What follows belongs to an exercise in optimizing a design on an open flow for small area, a short achievable clock period and few clock cycles per item; a production flow would make more cautious choices.
Only simulation tests tie the RTL to the original design; equivalence was not proved.
Power is estimated from default activity; no workload was simulated.

## flow/design.v (module list and top-level ports; edited modules follow where they fit)
// module mtdtmf_seq: 221 lines
// module mtdtmf_mul_lo: 230 lines
// module mtdtmf_mul_hi: 232 lines
// module multitap_dtmf_tone_generator: 192 lines
module multitap_dtmf_tone_generator (
	input  logic        clk,
	input  logic        arst_n,
	input  logic        s_tvalid,
	output logic        s_tready,
	input  logic [7:0]  s_tdata,    
	input  logic        s_tuser,    
	output logic        m_tvalid,
	input  logic        m_tready,
	output logic [23:0] m_tdata,    
	output logic        m_tlast,    
	input  logic        cfg_valid,
	output logic        cfg_ready,
	input  logic [2:0]  cfg_index,
	input  logic [63:0] cfg_data
);
  // ...
==> flow/run.sh <==
#!/bin/bash
# synth_recipe.tcl (not shown) runs the flow's synth.tcl, then flattens the netlist and writes it again
# the make line also repeats each setting of config.mk as NAME=value (left out here)
make -C /OpenROAD-flow-scripts/flow DESIGN_CONFIG=/design/flow/config.mk WORK_HOME=/design/flow/orfs CLKGATE_MAP_FILE= SYNTH_SCRIPT=/design/flow/synth_recipe.tcl finish
==> flow/config.mk <==
export PLATFORM = sky130hd
export DESIGN_NAME = multitap_dtmf_tone_generator
export DESIGN_NICKNAME = multitap_dtmf_tone_generator
export VERILOG_FILES = /design/flow/design.v
export SDC_FILE = /design/flow/constraint.sdc
export NUM_CORES = 4
export LEC_CHECK = 0
export ABC_AREA = 1
export CAP_MARGIN = 20
export CORE_MARGIN = 2
export CORE_UTILIZATION = 50
export SETUP_SLACK_MARGIN = 5.0
export SLEW_MARGIN = 20
==> flow/constraint.sdc <==
create_clock -name core_clock -period 9.0 [get_ports {clk}]
set_input_delay 1.8000 -clock core_clock [delete_from_list [all_inputs] [get_ports {clk}]]
set_output_delay 1.8000 -clock core_clock [all_outputs]
set_load 0.01 [all_outputs]
==> flow_metrics.env, run 1 <==
export IMPL_finalHoldViolations=0
export IMPL_seqPwrFrac_pct=23.7
export IMPL_coreArea_sq_um=57370
export IMPL_grtUsageMet2_pct=44.08
export IMPL_endpoint_kind="flop"
export IMPL_antenna_found_initial=1
export IMPL_track_usage_pct=27.74
export IMPL_path_depth=22
export IMPL_yosysMostFrequentCell="nand2_1"
export IMPL_synth_cell_types=69
export IMPL_drt_vias_per_instance=5.414
export IMPL_final_setup_tns_ns=0
export IMPL_status="no timing/DRC/antenna violations"
export IMPL_rows=88
export IMPL_synth_area_leader_cell="edfxtp_1"
export IMPL_port_buffers=102
export IMPL_buffer_area_share_pct=6.209
export IMPL_area_growth_pct=16.72
export IMPL_p_per_area_nw_per_um2=357.5
export IMPL_finalSetupViolations=0
export IMPL_maxSlewHeadroom_pct=29.69
export IMPL_die_area_sq_um=59600
export IMPL_swShare_pct=45.09
export IMPL_pre_cts_ws_ns=3.901
export IMPL_finClkSkew_ns=0.03541
export IMPL_max_cap_viol_count=0
export IMPL_post_route_worst_setup_slack_ns=4.317
export IMPL_reg2reg_to="sample_q[15]"
export IMPL_wl_met2_microns=37220
export IMPL_synth_cell_area_sq_um=28830
export IMPL_synth_top_cell_area_share_pct=17.18
export IMPL_synth_common_cells="nand2_1, inv_1, nor2_1, o21ai_0, a21oi_1"
export IMPL_grt_max_degree=99
export IMPL_final_area_sq_um=33650
export IMPL_ys_top_cells_by_area="edfxtp_1, fa_1, dfxtp_1"
export IMPL_first_global_vias=24320
export IMPL_regMostFlops="high_steps_q"
export IMPL_p_comb_mw=7.32
Testbench counts, summed over its fixed seeds: cycles 76,989, items 76,773.
==> run 2, diff against run 1 <==
--- a/flow/config.mk
+++ b/flow/config.mk
@@ -11,3 +11,3 @@
 export CORE_UTILIZATION = 50
-export SETUP_SLACK_MARGIN = 5.0
+export SETUP_SLACK_MARGIN = 4.5
 export SLEW_MARGIN = 20
==> flow_metrics.env, run 2 <==
export IMPL_status="no timing/DRC/antenna violations"
export IMPL_first_global_vias=24040
export IMPL_ys_warn_count=2
export IMPL_drt_iter0_drc=1956
export IMPL_p_per_area_nw_per_um2=355.5
export IMPL_arrival_ns=5.01
export IMPL_h_tree_depth=2
export IMPL_antenna_cells=0
export IMPL_clockPowerShare_pct=15.2
export IMPL_power_mw=11.86
export IMPL_hp_class="reg -> reg"
export IMPL_synthArstFlopShare_pct=2.204
export IMPL_clock_fmax_mhz=212.8
export IMPL_pre_cts_ws_ns=3.769
export IMPL_worst_slew_pin_slew_ns=0.9939
export IMPL_synth_seq_cells=363
export IMPL_gp_congestion=0.9177
export IMPL_clock_latency_ns=0.57
export IMPL_endpoint_kind="flop"
export IMPL_ys_top_cells_by_area="edfxtp_1, fa_1, dfxtp_1"
export IMPL_vias=24600
export IMPL_die_y_microns=244.1
export IMPL_reg_top3="high_steps_q (64), low_steps_q (48)"
export IMPL_timing_final_crit_period_ns=4.700
export IMPL_fillers=5204
export IMPL_die_area_sq_um=59600
export IMPL_critPathMaxFanout=5
export IMPL_synth_common_cells="nand2_1, inv_1, nor2_1, o21ai_0, a21oi_1"
export IMPL_combPwrFrac_pct=61.0
export IMPL_rsz0062_at_grt="true"
export IMPL_swShare_pct=44.95
export IMPL_initial_core_util_pct=50.26
export IMPL_grt_overflow_total=0
export IMPL_cts_sinks=363
export IMPL_syn_inst=3663
export IMPL_cp_required_ns=9.31
export IMPL_max_cap_viol_count=0
export IMPL_utilization_pct=58.17
export IMPL_coreArea_sq_um=57370
export IMPL_wl_microns=82110
export IMPL_final_setup_tns_ns=0
export IMPL_final_common_cell="nand2_1"
export IMPL_cts_tree="yes"
export IMPL_switchingPower_mw=5.333
export IMPL_largest_register_ffs=64
export IMPL_regMostFlops="high_steps_q"
export IMPL_clk_pin_slew_ns=0.06
export IMPL_antenna_found_initial=0
export IMPL_synth_top_cell_area_share_pct=17.18
export IMPL_synth_cell_area_sq_um=28830
export IMPL_grt_pass1_wl_microns=129600
export IMPL_seqPwrFrac_pct=23.8
export IMPL_finalHoldViolations=0
export IMPL_synth_edff_count=165
export IMPL_ys_flop_type="dfxtp_1"
export IMPL_drive_gt1_share_pct=11.52
export IMPL_vdd_drop_max_v=0.0003802
export IMPL_rows=88
export IMPL_drc=0
export IMPL_leakage_nw=15.81
export IMPL_holdBufCountCts=0
export IMPL_final_area_sq_um=33370
export IMPL_finClkSkew_ns=0.02332
export IMPL_drt_vias_per_instance=5.386
export IMPL_synth_area_leader_cell="edfxtp_1"
export IMPL_syn_avg_cell_area_sq_um=7.872
export IMPL_maxSlewHeadroom_pct=33.19
export IMPL_yosysMostFrequentCell="nand2_1"
export IMPL_grt_max_degree=98
export IMPL_finalNetCount=4243
export IMPL_seq_area_frac_synth_pct=31.07
export IMPL_io_pins=109
export IMPL_setup_worst_path_start_class="flop"
export IMPL_finalSetupViolations=0
export IMPL_area_growth_pct=15.73
export IMPL_port_buffers=102
export IMPL_dp_hpwl_microns=59180
export IMPL_crit_type="reg -> reg"
export IMPL_cts_buffers=42
export IMPL_place_area_sq_um=30520
export IMPL_cts_root_buffer="clkbuf_16"
export IMPL_track_usage_pct=27.15
export IMPL_detail_route_wl_per_cell_microns=17.97
export IMPL_drt_pass1_iter_count=5
export IMPL_period_share_pct=52.22
export IMPL_ant_nets=0
export IMPL_clockBufferDepth=3
export IMPL_post_route_worst_setup_slack_ns=4.300
export IMPL_fp_dieW_microns=244.1
export IMPL_layout_common_cells="nand2_1, inv_1, nor2_1"
export IMPL_p_int_mw=6.530
export IMPL_slew_viol_final=0
export IMPL_synth_cell_types=69
-- run 2: cell counts after synthesis --
Identical to the previous run, type by type.
-- run 2: cell type report --
cell class                      count  area (sq um)  share of cell area, %
Inverter                          638          2415                  7.236
Timing Repair Buffer              223          1998                  5.988
Clock buffer                       64          1316                  3.944
Tap cell                          765         957.2                  2.868
Multi-Input combinational cell   2502         17540                  52.55
Clock inverter                     13         157.7                 0.4724
Sequential cell                   363          8991                  26.94
-- run 2: kinds of logic after synthesis --
family / after synthesis / share of synthesized area (%)
other: 2 / 0.02605
buffers and inverters: 802 / 10.67
AO/OA/AOI/OAI: 743 / 14.53
XOR/XNOR: 108 / 3.281
AND/OR/NAND/NOR: 1253 / 18.23
adder cells (fa/ha/maj): 392 / 22.19
flip-flops: 363 / 31.07
-- run 2: what timing repair did --
| item | in CTS | in global routing |
|---|---|---|
| resized for setup | 93 | 86 |
| setup buffers | 66 | 26 |
| hold endpoints to repair | 0 | 0 |
| setup endpoints to repair | 28 | 78 |
| pin swaps | 55 | 85 |
-- run 2: critical path, cell delays in order, from the launching register on --
cell and delay (ns):
edfxtp_1 0.48, nand2_1 0.12, inv_2 0.05, ha_4 0.26, inv_2 0.04, fa_2 0.53, fa_1 0.43, inv_2 0.07
fa_2 0.44, fa_1 0.57, ha_4 0.23, nand2_4 0.07, nor2_4 0.04, nand2_2 0.05, o211ai_1 0.11, a31oi_2 0.26
o21ai_2 0.12, nand2_1 0.06, o211ai_1 0.11, nand2_1 0.11, o311ai_2 0.10, xor2_1 0.18
-- run 2: path summary, 6_finish.rpt --
path / from / endpoint / slack, ns / depth (start not counted)
max reg2reg: sh4[6] / sample_q[15] / 4.30 / 21
max in group asynchronous: arst_n / skid_v / 6.48 / 2
min in group asynchronous: arst_n / v4 / 1.24 / 1
min: rej4 / rej_q / 0.41 / 0
max: sh4[6] / sample_q[15] / 4.30 / 21
min reg2reg: rej4 / rej_q / 0.41 / 0
-- run 2: power groups by stage --
stage | logic (mW) | clock network [mW] | registers [mW]
after global placement | 5.81 | 0 | 2.98
after global routing | 8.03 | 1.90 | 2.88
after CTS | 6.76 | 1.84 | 2.83
after detailed placement | 5.90 | 0 | 3.00
final | 7.23 | 1.80 | 2.83
after floorplan | 4.52 | 0 | 2.73
-- run 2: per-stage QoR --
| step | hold slack [ns] | instances |
|---|---|---|
| final | 0.4124 | 4568 |
| after global routing | 0.4295 | 4568 |
| after CTS | 0.4167 | 4541 |
| after detailed placement | 0.4045 | 4398 |
| after global placement | 0.4011 | 4398 |
| after floorplan | 0.4003 | 3667 |
-- run 2: metal layers --
layer	track usage (%)	vias to the layer above	part of all wire (%)
li1	-	11970	-
met1	38.18	11790	46
met2	43.56	733	46
met3	3.819	118	5.9
met4	8.088	0	2.6
met5	0	-	0
==> run 3, diff against run 2 <==
--- a/flow/config.mk
+++ b/flow/config.mk
@@ -11,3 +11,4 @@
 export CORE_UTILIZATION = 50
-export SETUP_SLACK_MARGIN = 4.5
+export SETUP_SLACK_MARGIN = 5
 export SLEW_MARGIN = 20
+export TNS_END_PERCENT = 5
==> flow_metrics.env, run 3 <==
export IMPL_status="no timing/DRC/antenna violations"
export IMPL_power_mw=11.54
export IMPL_maxSlewHeadroom_pct=28.50
export IMPL_finalSetupViolations=0
export IMPL_dp_hpwl_microns=60270
export IMPL_cts_tree="yes"
export IMPL_final_cells=4548
export IMPL_syn_inst=3663
export IMPL_arrival_ns=5.01
export IMPL_setup_worst_path_start_class="flop"
export IMPL_critPathMaxFanout=3
export IMPL_worst_slew_pin_slew_ns=1.064
export IMPL_die_area_sq_um=59600
export IMPL_final_common_cell="nand2_1"
export IMPL_placedCellCount=4396
export IMPL_slew_viol_final=0
export IMPL_drt_iter0_drc=1822
export IMPL_area_growth_pct=14.86
export IMPL_synth_cell_area_sq_um=28830
export IMPL_endpoint_kind="flop"
export IMPL_ys_flop_type="dfxtp_1"
export IMPL_layout_common_cells="nand2_1, inv_1, nor2_1"
export IMPL_grt_overflow_total=0
export IMPL_reg_top3="high_steps_q (64), low_steps_q (48)"
export IMPL_ant_nets=0
export IMPL_leakage_nw=15.71
export IMPL_r2r_setup_slack_ns=4.30
export IMPL_drc=0
export IMPL_crit_type="reg -> reg"
export IMPL_first_global_vias=24340
export IMPL_hp_start="sum3[12]"
export IMPL_critPathBufInv=6
export IMPL_syn_avg_cell_area_sq_um=7.872
export IMPL_whs_path_depth=0
export IMPL_cp_top_family="adder cells"
export IMPL_detail_route_wl_per_cell_microns=18.02
export IMPL_max_cap_viol_count=0
export IMPL_fp_dieW_microns=244.1
export IMPL_antenna_found_initial=1
export IMPL_r2r_start="sum3[6]"
export IMPL_synth_area_leader_cell="edfxtp_1"
export IMPL_synth_edff_count=165
export IMPL_clock_fmax_mhz=213.0
export IMPL_synth_cell_types=69
export IMPL_p_per_area_nw_per_um2=348.4
export IMPL_slowest_delay_ns=0.54
export IMPL_seq_area_frac_synth_pct=31.07
export IMPL_cts_buffers=42
export IMPL_drive_gt1_share_pct=10.39
export IMPL_finClkSkew_ns=0.01978
export IMPL_worst_r2r_path_depth=20
export IMPL_utilization_pct=57.73
export IMPL_h_tree_depth=2
export IMPL_track_usage_pct=27.58
export IMPL_cts_sinks=363
export IMPL_vdd_drop_max_v=0.0003766
export IMPL_rsz0062_at_grt="true"
export IMPL_grt_pass1_wl_microns=131800
export IMPL_reg2reg_to="xh4[9]"
export IMPL_final_setup_tns_ns=0
export IMPL_cts_root_buffer="clkbuf_16"
export IMPL_yosysMostFrequentCell="nand2_1"
export IMPL_crit_chain="buf_6, nand2_1, inv_1, fa_1, inv_1, fa_1, inv_1, fa_2, fa_1, ha_1, nand2_1, o21ai_2, a21oi_2, buf_4, o21ai_4, a21oi_2, nor3_1, nor2_1, buf_4, xnor2_1"
export IMPL_place_area_sq_um=30760
export IMPL_gp_congestion=0.9385
export IMPL_drt_pass1_iter_count=5
export IMPL_ys_top_cells_by_area="edfxtp_1, fa_1, dfxtp_1"
export IMPL_finalHoldViolations=0
export IMPL_fillers=5195
export IMPL_period_share_pct=52.17
export IMPL_coreArea_sq_um=57370
export IMPL_synthArstFlopShare_pct=2.204
export IMPL_regMostFlops="high_steps_q"
export IMPL_initial_core_util_pct=50.26
export IMPL_hp_class="reg -> reg"
export IMPL_clockBufferDepth=3
export IMPL_cp_required_ns=9.32
export IMPL_holdBufCountCts=0
export IMPL_grt_max_degree=128
export IMPL_timing_final_crit_period_ns=4.696
export IMPL_clock_latency_ns=0.59
export IMPL_min_to="sh4[3]"
export IMPL_wl_microns=81970
export IMPL_port_buffers=102
export IMPL_ys_warn_count=2
export IMPL_finalNetCount=4222
export IMPL_synth_top_cell_area_share_pct=17.18
export IMPL_synth_seq_cells=363
export IMPL_final_area_sq_um=33120
export IMPL_synth_common_cells="nand2_1, inv_1, nor2_1, o21ai_0, a21oi_1"
export IMPL_clk_pin_slew_ns=0.06
export IMPL_cpMaxStageDelayCell="fa_1"
export IMPL_io_pins=109
export IMPL_drt_vias_per_instance=5.398
export IMPL_vias=24550
export IMPL_die_y_microns=244.1
export IMPL_rows=88
export IMPL_largest_register_ffs=64
-- run 3: changes by cell type in the layout (fill, tap and decap cells not counted), moves of 5 or more --
| cell | change |
|---|---|
| fa_2 | -9 |
| clkinv_2 | +5 |
| fa_1 | +9 |
| buf_4 | -18 |
-- run 3: logic make-up after synthesis --
family | after synthesis | synth area share [%]
AO/OA/AOI/OAI | 743 | 14.53
XOR/XNOR | 108 | 3.281
adder cells (fa/ha/maj) | 392 | 22.19
buffers and inverters | 802 | 10.67
flip-flops | 363 | 31.07
other | 2 | 0.02605
AND/OR/NAND/NOR | 1253 | 18.23
-- run 3: through the flow --
step                      hold slack, ns  worst slack (ns)
after floorplan                   0.4003             4.562
after global placement            0.4007             4.008
after detailed placement          0.4059             3.925
after CTS                         0.4204             4.312
after global routing              0.4225             4.026
final                             0.4187             4.304
-- run 3: per-layer routing --
layer | vias to the layer above | GRT usage [%] | routed length, microns
li1 | 11930 | - | -
met1 | 11780 | 39.43 | 38330
met2 | 718 | 43.96 | 36960
met3 | 117 | 3.731 | 4559
met4 | 0 | 7.478 | 2118
met5 | - | 0 | 0
-- run 3: worst max path at each step --
stage / from / endpoint / slack (ns) / depth (start not counted)
after floorplan: sh4[7] / sample_q[15] / 4.56 / 21
after global placement: amplitude_q[0] / xh4[13] / 4.01 / 16
after detailed placement: amplitude_q[0] / xh4[13] / 3.93 / 16
after CTS: sum3[6] / xh4[11] / 4.31 / 19
after global routing: sum3[6] / xh4[13] / 4.03 / 20
final: sum3[6] / xh4[9] / 4.30 / 20
-- run 3: area by class of cell --
cell class / instances / area, sq um / area share, %
flip-flops and latches: 363 / 8996 / 27.16
multi-input cells: 2502 / 17430 / 52.63
diodes: 1 / 2.502 / 0.007556
well taps: 765 / 957.2 / 2.890
repair buffers: 202 / 1846 / 5.572
clock inverters: 22 / 301.5 / 0.9105
inverters: 638 / 2411 / 7.280
clock buffers: 55 / 1174 / 3.544
-- run 3: power by group --
part | internal, mW | total [mW] | switching (mW)
sequential | 2.48 | 2.83 | 0.345
combinational | 2.71 | 6.88 | 4.17
clock | 1.10 | 1.82 | 0.725
total | 6.30 | 11.5 | 5.24
-- run 3: timing repair --
action / in CTS / in global routing
gates resized for setup: 43 / 46
hold endpoints to repair: 0 / 0
buffers inserted: 52 / 21
endpoints found under the setup margin: 126 / 197
pin swaps: 35 / 34
-- run 3: worst register-to-register path: stages, from the launching register on --
cell	delay, ns
edfxtp_1	0.47
buf_6	0.17
nand2_1	0.06
inv_1	0.05
fa_1	0.54
inv_1	0.06
fa_1	0.49
inv_1	0.05
fa_2	0.52
fa_1	0.42
ha_1	0.31
nand2_1	0.07
o21ai_2	0.17
a21oi_2	0.07
buf_4	0.16
o21ai_4	0.17
a21oi_2	0.10
nor3_1	0.19
nor2_1	0.10
buf_4	0.14
xnor2_1	0.12
==> run 4, diff against run 3 <==
--- a/flow/config.mk
+++ b/flow/config.mk
@@ -11,3 +11,3 @@
 export CORE_UTILIZATION = 50
-export SETUP_SLACK_MARGIN = 5
+export SETUP_SLACK_MARGIN = 3.5
 export SLEW_MARGIN = 20
==> flow_metrics.env, run 4 <==
export IMPL_post_route_worst_setup_slack_ns=3.723
export IMPL_dp_hpwl_microns=59380
export IMPL_finalSetupViolations=0
export IMPL_clock_latency_ns=0.60
export IMPL_r2r_start="sh4[6]"
export IMPL_maxSlewHeadroom_pct=33.24
export IMPL_cpMostUsedCell="nand2_1"
export IMPL_final_common_cell="nand2_1"
export IMPL_r2r_setup_slack_ns=3.72
export IMPL_synth_area_leader_cell="edfxtp_1"
export IMPL_whs_path_depth=0
export IMPL_hp_class="reg -> reg"
export IMPL_endpoint_kind="flop"
export IMPL_utilization_pct=55.46
export IMPL_slew_viol_final=0
export IMPL_critPathMaxFanout=15
export IMPL_seq_area_frac_synth_pct=31.07
export IMPL_ys_flop_type="dfxtp_1"
export IMPL_synth_cell_types=69
export IMPL_grt_max_degree=106
export IMPL_largest_register_ffs=64
export IMPL_leakage_nw=15.27
export IMPL_setup_worst_path_start_class="flop"
export IMPL_yosysMostFrequentCell="nand2_1"
export IMPL_synth_edff_count=165
export IMPL_grt_overflow_total=0
export IMPL_cpMaxStageDelayCell="edfxtp_1"
export IMPL_slowest_delay_ns=0.62
export IMPL_fillers=5430
export IMPL_synth_common_cells="nand2_1, inv_1, nor2_1, o21ai_0, a21oi_1"
export IMPL_antenna_found_initial=0
export IMPL_h_tree_depth=2
export IMPL_clock_fmax_mhz=189.5
export IMPL_min_to="act3"
export IMPL_vias=24030
export IMPL_timing_final_crit_period_ns=5.277
export IMPL_finClkSkew_ns=0.03659
export IMPL_finalHoldViolations=0
export IMPL_p_int_mw=5.647
export IMPL_final_setup_tns_ns=0
export IMPL_antenna_cells=0
export IMPL_combPwrFrac_pct=55.6
export IMPL_p_per_area_nw_per_um2=331.2
export IMPL_clk_pin_slew_ns=0.06
export IMPL_hp_start="act2"
export IMPL_io_pins=109
export IMPL_holdBufCountCts=0
export IMPL_swShare_pct=46.41
export IMPL_synth_cell_area_sq_um=28830
export IMPL_final_cells=4477
export IMPL_vdd_drop_max_v=0.0002506
export IMPL_placedCellCount=4395
export IMPL_layout_common_cells="nand2_1, inv_1, nor2_1"
export IMPL_period_share_pct=58.63
export IMPL_cp_required_ns=9.32
export IMPL_crit_type="reg -> reg"
export IMPL_area_growth_pct=10.34
export IMPL_first_global_vias=23690
export IMPL_crit_chain="nand2_1, inv_1, ha_1, inv_1, fa_1, fa_1, inv_1, fa_1, fa_1, ha_1, nand2_1, nor2_1, nand2_1, o211ai_1, a31oi_1, o21ai_0, nand2_1, o211ai_1, nand2_1, o311ai_0, xor2_1"
export IMPL_max_cap_viol_count=0
export IMPL_synth_top_cell_area_share_pct=17.18
export IMPL_syn_avg_cell_area_sq_um=7.872
export IMPL_rsz0062_at_grt="true"
export IMPL_die_area_sq_um=59600
export IMPL_regMostFlops="high_steps_q"
export IMPL_wl_microns=79600
export IMPL_fp_dieW_microns=244.1
export IMPL_drt_iter0_drc=1787
export IMPL_clockPowerShare_pct=16.3
export IMPL_cts_root_buffer="clkbuf_16"
export IMPL_ant_nets=0
export IMPL_worst_slew_pin_slew_ns=1.000
export IMPL_synthArstFlopShare_pct=2.204
export IMPL_status="no timing/DRC/antenna violations"
export IMPL_ys_warn_count=2
export IMPL_detail_route_wl_per_cell_microns=17.78
export IMPL_cts_buffers=43
export IMPL_synth_seq_cells=363
export IMPL_port_buffers=102
export IMPL_clockBufferDepth=3
export IMPL_rows=88
export IMPL_drc=0
export IMPL_gp_congestion=0.9249
export IMPL_hold_worst_slack_ns=0.4188
export IMPL_track_usage_pct=26.88
export IMPL_arrival_ns=5.60
export IMPL_seqPwrFrac_pct=28.1
export IMPL_initial_core_util_pct=50.26
export IMPL_finalNetCount=4152
export IMPL_grt_pass1_wl_microns=128400
export IMPL_drt_vias_per_instance=5.367
export IMPL_syn_inst=3663
export IMPL_ys_top_cells_by_area="edfxtp_1, fa_1, dfxtp_1"
export IMPL_reg_top3="high_steps_q (64), low_steps_q (48)"
export IMPL_cts_tree="yes"
export IMPL_drive_gt1_share_pct=5.307
export IMPL_drt_pass1_iter_count=5
export IMPL_reg2reg_to="sample_q[15]"
export IMPL_coreArea_sq_um=57370
export IMPL_switchingPower_mw=4.891
export IMPL_cts_sinks=363
export IMPL_pre_cts_ws_ns=3.612
export IMPL_die_y_microns=244.1
export IMPL_worst_r2r_path_depth=21
run 4: changes by cell type in the layout (fill, tap and decap cells not counted), sizes merged:
cell	delta
clkinv	+1
buf	-71
clkbuf	+1
bufinv	-4
diode	-1
inv	+5
clkinvlp	-2
run 4: cells by family (layout without fill, tap and decap cells):
| logic type | after synthesis | count (layout) | synth area share, % |
|---|---|---|---|
| adder cells (fa/ha/maj) | 392 | 392 | 22.19 |
| AND/OR/NAND/NOR | 1253 | 1253 | 18.23 |
| flip-flops | 363 | 363 | 31.07 |
| XOR/XNOR | 108 | 108 | 3.281 |
| other | 2 | 6 | 0.02605 |
| buffers and inverters | 802 | 847 | 10.67 |
| AO/OA/AOI/OAI | 743 | 743 | 14.53 |
run 4: layout make-up:
| cell class | count | area [sq um] | area share, % |
|---|---|---|---|
| Multi-Input combinational cell | 2502 | 16860 | 52.98 |
| Clock inverter | 22 | 220.2 | 0.6922 |
| Tap cell | 765 | 957.2 | 3.008 |
| Inverter | 638 | 2402 | 7.551 |
| Clock buffer | 56 | 1176 | 3.697 |
| Sequential cell | 363 | 8967 | 28.19 |
| Timing Repair Buffer | 131 | 1236 | 3.885 |
run 4: worst max path at each step:
stage	start	end	slack, ns	cells after the start
floorplan	amplitude_q[4]	sample_q[16]	4.05	18
global placement	amplitude_q[6]	sample_q[16]	3.79	17
detailed placement	amplitude_q[5]	sample_q[16]	3.61	16
CTS	amplitude_q[5]	sample_q[16]	3.61	16
global route	sum3[5]	xh4[13]	3.48	18
finish	sh4[6]	sample_q[15]	3.72	21
run 4: power groups by stage:
stage               logic [mW]  clock network [mW]  registers (mW)
floorplan                 4.37                   0            2.74
global placement          5.67                   0            2.98
detailed placement        5.78                   0            3.00
CTS                       5.83                1.75            2.96
global route              6.66                1.82            3.02
finish                    5.86                1.71            2.96
run 4: worst max-delay path, delay by kind of cell (launching register included):
family / cells / cell delay [ns]
AO/OA/AOI/OAI: 5 / 0.85
XOR/XNOR: 1 / 0.18
adder cells (fa/ha/maj): 6 / 2.61
buffers and inverters: 3 / 0.16
flip-flops: 1 / 0.62
AND/OR/NAND/NOR: 6 / 0.61
run 4: what timing repair did:
action	CTS	global route
buffers inserted	0	4
endpoints found under the setup margin	0	6
gates resized for setup	0	8
run 4: stage by stage:
stage | power [mW] | instance area [sq um]
finish | 10.54 | 31820
global route | 11.50 | 31820
CTS | 10.54 | 31780
detailed placement | 8.771 | 30380
global placement | 8.648 | 30380
floorplan | 7.109 | 28850
run 4: layer usage:
layer | routed length [microns] | vias to the layer above | share of wire [%] | track usage, %
met1 | 37400 | 11460 | 47 | 38.76
met3 | 4278 | 103 | 5.4 | 3.161
met4 | 1749 | 0 | 2.2 | 6.923
met5 | 0 | - | 0 | 0
li1 | - | 11790 | - | -
met2 | 36170 | 683 | 45 | 42.98
==> run 5, diff against run 4 <==
--- a/flow/config.mk
+++ b/flow/config.mk
@@ -11,3 +11,3 @@
 export CORE_UTILIZATION = 50
-export SETUP_SLACK_MARGIN = 3.5
+export SETUP_SLACK_MARGIN = 4.2
 export SLEW_MARGIN = 20
==> flow_metrics.env, run 5 <==
export IMPL_ys_top_cells_by_area="edfxtp_1, fa_1, dfxtp_1"
export IMPL_synth_seq_cells=363
export IMPL_synth_cell_area_sq_um=28830
export IMPL_maxSlewHeadroom_pct=31.20
export IMPL_final_setup_tns_ns=0
export IMPL_antenna_found_initial=0
export IMPL_synth_cell_types=69
export IMPL_seq_area_frac_synth_pct=31.07
export IMPL_arrival_ns=5.07
export IMPL_utilization_pct=56.61
export IMPL_critPathMaxFanout=5
export IMPL_seqPwrFrac_pct=25.9
export IMPL_coreArea_sq_um=57370
export IMPL_synth_edff_count=165
export IMPL_worst_slew_pin_slew_ns=1.031
export IMPL_area_growth_pct=12.63
export IMPL_whs_path_depth=0
export IMPL_rsz0062_at_grt="true"
export IMPL_hp_class="reg -> reg"
export IMPL_finClkSkew_ns=0.02692
export IMPL_grt_pass1_wl_microns=129400
export IMPL_p_per_area_nw_per_um2=341.3
export IMPL_min_to="act3"
export IMPL_syn_inst=3663
export IMPL_setup_worst_path_start_class="flop"
export IMPL_detail_route_wl_per_cell_microns=17.96
export IMPL_drt_vias_per_instance=5.399
export IMPL_antenna_cells=0
export IMPL_clk_pin_slew_ns=0.06
export IMPL_ys_flop_type="dfxtp_1"
export IMPL_vdd_drop_max_v=0.0003515
export IMPL_largest_register_ffs=64
export IMPL_layout_common_cells="nand2_1, inv_1, nor2_1"
export IMPL_initial_core_util_pct=50.26
export IMPL_finalNetCount=4191
export IMPL_max_cap_viol_count=0
export IMPL_cp_required_ns=9.32
export IMPL_final_common_cell="nand2_1"
export IMPL_status="no timing/DRC/antenna violations"
export IMPL_finalSetupViolations=0
export IMPL_switchingPower_mw=5.100
export IMPL_io_pins=109
export IMPL_port_buffers=102
export IMPL_reg2reg_to="xh4[10]"
export IMPL_cts_sinks=363
export IMPL_swShare_pct=46.01
export IMPL_first_global_vias=23790
export IMPL_dp_hpwl_microns=59770
export IMPL_syn_avg_cell_area_sq_um=7.872
export IMPL_fp_dieW_microns=244.1
export IMPL_worst_r2r_path_depth=21
export IMPL_h_tree_depth=2
export IMPL_drc=0
export IMPL_r2r_start="sum3[6]"
export IMPL_r2r_setup_slack_ns=4.25
export IMPL_crit_type="reg -> reg"
export IMPL_endpoint_kind="flop"
export IMPL_vias=24390
export IMPL_ys_warn_count=2
export IMPL_fillers=5233
export IMPL_cts_buffers=42
export IMPL_synth_common_cells="nand2_1, inv_1, nor2_1, o21ai_0, a21oi_1"
export IMPL_rows=88
export IMPL_clock_latency_ns=0.60
export IMPL_hp_start="act2"
export IMPL_drt_pass1_iter_count=6
export IMPL_period_share_pct=52.76
export IMPL_wl_microns=81120
export IMPL_finalHoldViolations=0
export IMPL_grt_overflow_total=0
export IMPL_drt_iter0_drc=1994
export IMPL_track_usage_pct=27.17
export IMPL_combPwrFrac_pct=58.5
export IMPL_die_y_microns=244.1
export IMPL_synth_top_cell_area_share_pct=17.18
export IMPL_gp_congestion=0.9213
export IMPL_clock_fmax_mhz=210.6
export IMPL_ant_nets=0
export IMPL_leakage_nw=15.49
export IMPL_drive_gt1_share_pct=8.102
export IMPL_synthArstFlopShare_pct=2.204
export IMPL_grt_max_degree=117
export IMPL_die_area_sq_um=59600
export IMPL_yosysMostFrequentCell="nand2_1"
export IMPL_regMostFlops="high_steps_q"
export IMPL_p_int_mw=5.984
export IMPL_slew_viol_final=0
export IMPL_synth_area_leader_cell="edfxtp_1"
export IMPL_reg_top3="high_steps_q (64), low_steps_q (48)"
export IMPL_clockPowerShare_pct=15.5
export IMPL_clockBufferDepth=3
export IMPL_timing_final_crit_period_ns=4.749
export IMPL_cts_root_buffer="clkbuf_16"
export IMPL_cts_tree="yes"
run 5: worst max-delay path by stage:
stage              startpoint            to  slack, ns  cells after the start
2_1_floorplan  amplitude_q[6]       xh4[13]       4.13                     19
3_3_place_gp   amplitude_q[0]  sample_q[15]       3.85                     20
3_5_place_dp   amplitude_q[0]  sample_q[15]       3.74                     20
4_1_cts               sum3[7]       xh4[12]       4.17                     15
5_1_grt               sum3[6]       xh4[14]       4.06                     22
6_report              sum3[6]       xh4[10]       4.25                     21
run 5: layout make-up:
| type | count | area [sq um] | share of cell area, % |
|---|---|---|---|
| clock buffer | 59 | 1176 | 3.622 |
| multi-input combinational | 2502 | 17160 | 52.84 |
| sequential | 363 | 8992 | 27.69 |
| inverter | 638 | 2406 | 7.409 |
| tap | 765 | 957.2 | 2.947 |
| timing repair buffer | 171 | 1573 | 4.843 |
| clock inverter | 19 | 211.5 | 0.6511 |
run 5: worst max-delay path: stages, from the launching register on:
cell and delay [ns]:
edfxtp_1 0.51, buf_6 0.18, nand2_1 0.05, inv_1 0.05, fa_1 0.47, inv_1 0.05
fa_1 0.50, inv_1 0.06, fa_1 0.41, inv_1 0.08, fa_1 0.41, inv_1 0.07
fa_1 0.45, ha_4 0.32, nand2_1 0.07, o21ai_2 0.18, nand3_1 0.12, nand2_2 0.10
nand3_1 0.10, nand2_2 0.11, a21o_1 0.15, xor2_1 0.07
run 5: power groups by stage:
stage	Sequential, mW	Combinational, mW	Clock (mW)
6_report	2.87	6.49	1.72
5_1_grt	2.93	7.29	1.82
4_1_cts	2.91	6.00	1.76
3_5_place_dp	2.99	5.76	0
3_3_place_gp	2.97	5.67	0
2_1_floorplan	2.74	4.37	0
run 5: repair_timing:
item	CTS	global route
setup buffers	16	27
endpoints found under the setup margin	20	25
pin swaps	2	32
gates resized for setup	35	61
hold buffers	0	0
run 5: metrics by stage:
stage / worst slack, ns / instances / cell area, sq um / hold WS [ns] / power, mW
2_1_floorplan: 4.132 / 3667 / 28860 / 0.4003 / 7.110
3_3_place_gp: 3.848 / 4396 / 30380 / 0.4028 / 8.644
3_5_place_dp: 3.736 / 4396 / 30380 / 0.4045 / 8.754
4_1_cts: 4.167 / 4490 / 31990 / 0.4132 / 10.67
5_1_grt: 4.058 / 4517 / 32480 / 0.4173 / 12.05
6_report: 4.251 / 4517 / 32480 / 0.4124 / 11.08
run 5: logic make-up (layout without fill, tap and decap cells):
logic type / after synthesis / in the layout / synth area share, %
fa+ha+maj: 392 / 392 / 22.19
flops: 363 / 363 / 31.07
simple gates: 1253 / 1253 / 18.23
compound gates: 743 / 743 / 14.53
buf+inv: 802 / 887 / 10.67
other cells: 2 / 6 / 0.02605
xor+xnor: 108 / 108 / 3.281
run 5: per-layer routing:
layer | vias to the layer above | global-route usage [%] | wire length [microns] | part of all wire [%]
li1 | 11880 | - | - | -
met1 | 11650 | 38.69 | 37220 | 46
met2 | 727 | 42.92 | 36670 | 45
met3 | 132 | 4.170 | 4976 | 6.1
met4 | 0 | 7.730 | 2247 | 2.8
met5 | - | 0 | 0 | 0

[port drivers added, routing unchanged]
The flow's constraints put no driver on any port. The routed layouts listed below were extracted and timed again, unchanged, in two steps.
Step 1 (the two cells are an assumption about what drives the block):
set clk [get_ports {clk}]
set_driving_cell -lib_cell sky130_fd_sc_hd__clkbuf_16 $clk
set_driving_cell -lib_cell sky130_fd_sc_hd__buf_2 [delete_from_list [all_inputs] $clk]
Step 2 moves the port delays by t, midway between the first and last clock arrival at a register: inputs arrive t later, outputs are due t later. That takes back most of the time a late clock gives input paths.
a / b / c = no drivers / after step 1 / after step 2; a / b = the first two.
| run | t, ns | setup slack, ns | cell pins on the clock port's net |
|---|---|---|---|
| run 1 | 0.641 | 4.317 / 4.317 / 4.317 | 1 |
| run 2 | 0.625 | 4.300 / 4.300 / 4.287 | 1 |
| run 3 | 0.640 | 4.304 / 4.304 / 4.304 | 1 |
| run 4 | 0.645 | 3.723 / 3.723 / 3.723 | 1 |
| run 5 | 0.641 | 4.251 / 4.251 / 4.251 | 1 |
After both steps setup and hold are still met in every run listed. The setup slack of run 2, which loses most, moves by 0.000 ns with the drivers and by -0.013 ns with both steps.
